This design comes from an exercise in tuning for small area, a short achievable clock period and few clock cycles per item on the open sky130 flow, not from production work.
The RTL was checked by simulation tests, not by an equivalence proof against the original design.
Power is estimated from default activity; no workload was simulated.

the reference run:
==> flow/design.v <==
`timescale 1ns/100ps
package dma_pkg;
   localparam int ADDR_W = 16;
   localparam int LEN_W  = 12;
   localparam int DESC_W = 2 * ADDR_W + LEN_W;
   typedef enum logic [2:0] {
      RD_IDLE,
      RD_ADDR,
      RD_DATA,
      RD_WAIT_WR,
      RD_ERROR
   } rd_state_t;
   typedef enum logic [1:0] {
      WR_IDLE,
      WR_BUS,
      WR_DONE
   } wr_state_t;
   typedef enum logic {
      OWN_RD,
      OWN_WR
   } bus_owner_t;
endpackage
`timescale 1ns/100ps
`timescale 1ns/100ps
`timescale 1ns/100ps
`timescale 1ns/100ps
`timescale 1ns/100ps
import dma_pkg::*;
module dma_top
#(
   parameter int DATA_W = 32
)(
   input  logic              clk,
   input  logic              reset_n,
   input  logic              desc_push,
   input  logic [ADDR_W-1:0] desc_src,
   input  logic [ADDR_W-1:0] desc_dst,
   input  logic [LEN_W-1:0]  desc_len,
   output logic              desc_full,
   output logic              m_cyc,
   output logic              m_stb,
   output logic              m_we,
   output logic [ADDR_W-1:0] m_adr,
   output logic [DATA_W-1:0] m_dat_w,
   input  logic [DATA_W-1:0] m_dat_r,
   input  logic              m_ack,
   input  logic              m_err,
   output logic              busy,
   output logic              error,
   output logic [15:0]       descriptor_count,
   output logic [2:0]        rd_state
);
   logic              run;         
   logic              we;          
   logic              err;         
   logic              busy_q;      
   logic [ADDR_W-1:0] adr;         
   logic [ADDR_W-1:0] nxt;         
   logic [LEN_W-1:0]  left;        
   logic [DATA_W-1:0] data;        
   logic [15:0]       count;
   logic idle, accept, ack, last;
   assign idle   = !run && !err;
   assign accept = idle && desc_push;
   assign ack    = run && m_ack;
   assign last   = (left == LEN_W'(1));
   always_ff @(posedge clk) begin
      if (!reset_n) begin
         run    <= 1'b0;
         err    <= 1'b0;
         busy_q <= 1'b0;
         count  <= '0;
      end else begin
         if (accept) begin
            run    <= 1'b1;
            busy_q <= 1'b1;
         end
         if (run && !we && m_err) begin
            run <= 1'b0;
            err <= 1'b1;
         end
         if (ack && we && last) begin
            run    <= 1'b0;
            busy_q <= 1'b0;
            count  <= count + 1'b1;
         end
      end
   end
   always_ff @(posedge clk) begin
      if (idle) begin
         we   <= 1'b0;
         adr  <= desc_src;
         nxt  <= desc_dst;
         left <= desc_len;
      end else if (ack) begin
         we  <= !we;
         adr <= nxt;
         nxt <= adr + 1'b1;
         if (we) left <= left - 1'b1;
      end
   end
   always_ff @(posedge clk) begin
      if (!we) data <= m_dat_r;
   end
   assign desc_full        = busy_q;
   assign busy             = busy_q;
   assign error            = err;
   assign rd_state         = {err, 1'b0, run};
   assign m_cyc            = run;
   assign m_stb            = run;
   assign m_we             = we;
   assign m_adr            = adr;
   assign m_dat_w          = data;
   assign descriptor_count = count;
endmodule
clock: 6.0 ns
lec_check: 0
cap_margin: 20
core_margin: 2
core_utilization: 70
setup_slack_margin: 3.8
slew_margin: 20
run.sh (not shown) runs the stock make flow with config.mk's settings and CLKGATE_MAP_FILE= SYNTH_SCRIPT=/design/flow/synth_recipe.tcl, a recipe that flattens the netlist after the stock synthesis.
global placement: the reference run exited with error
Testbench counts of the reference run, summed over its fixed seeds: cycles 134,319, words 23,295.
Inputs modified between the reference run and the trial run:
Settings: a change of CORE_UTILIZATION from 70 to 40; a deleted SETUP_SLACK_MARGIN that had been 3.8.
==> comparison <==
The trial run: all stages complete, timing, DRC and antenna checks passed. Comparing the reference run against the trial run, there is no change at all in per-instance average area after synthesis. Taking the trial run over the reference run, the floorplan die height ratio works out to 1.3. Compared with the reference run, the trial run shows a higher site row count. Side by side, initial cell density of the core turned out lower in the trial run than in the reference run.

========
Setup of build 95:
// dma_top: RTL as listed in full above, without the edits since
==> flow/config.mk <==
export PLATFORM = sky130hd
export DESIGN_NAME = dma_top
export DESIGN_NICKNAME = dma_top
export VERILOG_FILES = /design/flow/design.v
export SDC_FILE = /design/flow/constraint.sdc
export NUM_CORES = 4
export LEC_CHECK = 0
export CAP_MARGIN = 20
export CORE_MARGIN = 2
export CORE_UTILIZATION = 40
export SETUP_SLACK_MARGIN = 3.8
export SLEW_MARGIN = 20
==> flow/constraint.sdc <==
create_clock -name core_clock -period 6.0 [get_ports {clk}]
set_input_delay 1.2000 -clock core_clock [delete_from_list [all_inputs] [get_ports {clk}]]
set_output_delay 1.2000 -clock core_clock [all_outputs]
set_load 0.01 [all_outputs]
standard.sh (not shown) runs the stock make flow with config.mk's settings and CLKGATE_MAP_FILE= SYNTH_SCRIPT=/design/flow/synth_recipe.tcl, a recipe that flattens the netlist after the stock synthesis.
==> flow/flow/run.sh <==
#!/bin/bash
# The standard layout, with every port buffered by a plain buf_2 instead of the
# buffer cell buffer_ports picks by default.
set -euo pipefail
export BUFFER_PORTS_ARGS="-buffer_cell sky130_fd_sc_hd__buf_2"
bash standard.sh > standard.log 2>&1
Testbench counts of build 95, summed over its fixed seeds: cycles 134,319, words 23,295.
Input-level comparison between build 48 and build 95:
- a change of SETUP_SLACK_MARGIN from 3.8 to 4.2
==> flow/run.sh (new file) <==
#!/bin/bash
# synth_recipe.tcl (not shown) runs the flow's synth.tcl, then flattens the netlist and writes it again
# the make line also repeats each setting of config.mk as NAME=value (left out here)
make -C /OpenROAD-flow-scripts/flow DESIGN_CONFIG=/design/flow/config.mk WORK_HOME=/design/flow/orfs CLKGATE_MAP_FILE= SYNTH_SCRIPT=/design/flow/synth_recipe.tcl finish
removed: flow/flow/run.sh
removed: flow/standard.sh
## What came out
In build 48 the achievable clock frequency turned out 2.9% lower than in build 95. Build 48 against build 95: number of cells traversed by the worst register-to-register path went up; design area went up. From build 95 to build 48, multiplexer share of the synthesized area did not move at all. Taking build 95 as the reference, in build 48 routed wire length went up 31%; worst hold path cell count held; power went up 9.7%. Going from build 95 to build 48, the minimum hold slack was found to have gone up by 0.018 ns.
Setup changes, build 48 to build 53
- a change of SETUP_SLACK_MARGIN from 4.2 to 3.8
## What came out
On build 53: wire length is 15% lower than what build 48 gave.
When build 53 is measured against build 48, its number of clock buffers in the layout turns out 4 higher.
Per the comparison of build 53 with build 48, worst path arrival time moved down, via count moved down, fraction of power consumed by combinational cells moved down, portion of the clock cycle consumed by the worst path in the final layout moved down, met1 track utilization from global routing moved down.
Taking build 48 as the reference point, the final worst slack of build 53 rises by 0.052 ns.

-- re-timing with driven ports --
In the flow no input, the clock included, has a driving cell. The finished layouts below were timed again as built, in two steps. Step 1 sets driving cells, clkbuf_16 on the clock port and buf_2 on the other inputs (assumed; they add their load-dependent delay and slew). Step 2 times the ports against the registers' clock, not the clock port: input delays grow and output delays shrink by t, the midpoint of the rising clock arrivals with the driver on. Slacks: ideal ports / drivers / drivers and shift; pairs: ideal ports / drivers.
run	t, ns	setup WS [ns]	clock arrival spread, ns	slew at the worst register clock pin (ns)
the trial run	0.380	3.247 / 3.212 / 2.885	0.015 / 0.015	0.10 / 0.10
build 95	0.378	3.851 / 3.818 / 3.491	0.006 / 0.007	0.09 / 0.09
build 48	0.395	3.788 / 3.754 / 3.495	0.011 / 0.012	0.10 / 0.10
build 53	0.384	3.839 / 3.807 / 3.532	0.015 / 0.015	0.10 / 0.10
After both steps every run listed still meets setup and hold. The setup slack of the trial run, which loses most, moves by -0.035 ns with the drivers and by -0.362 ns with both steps.
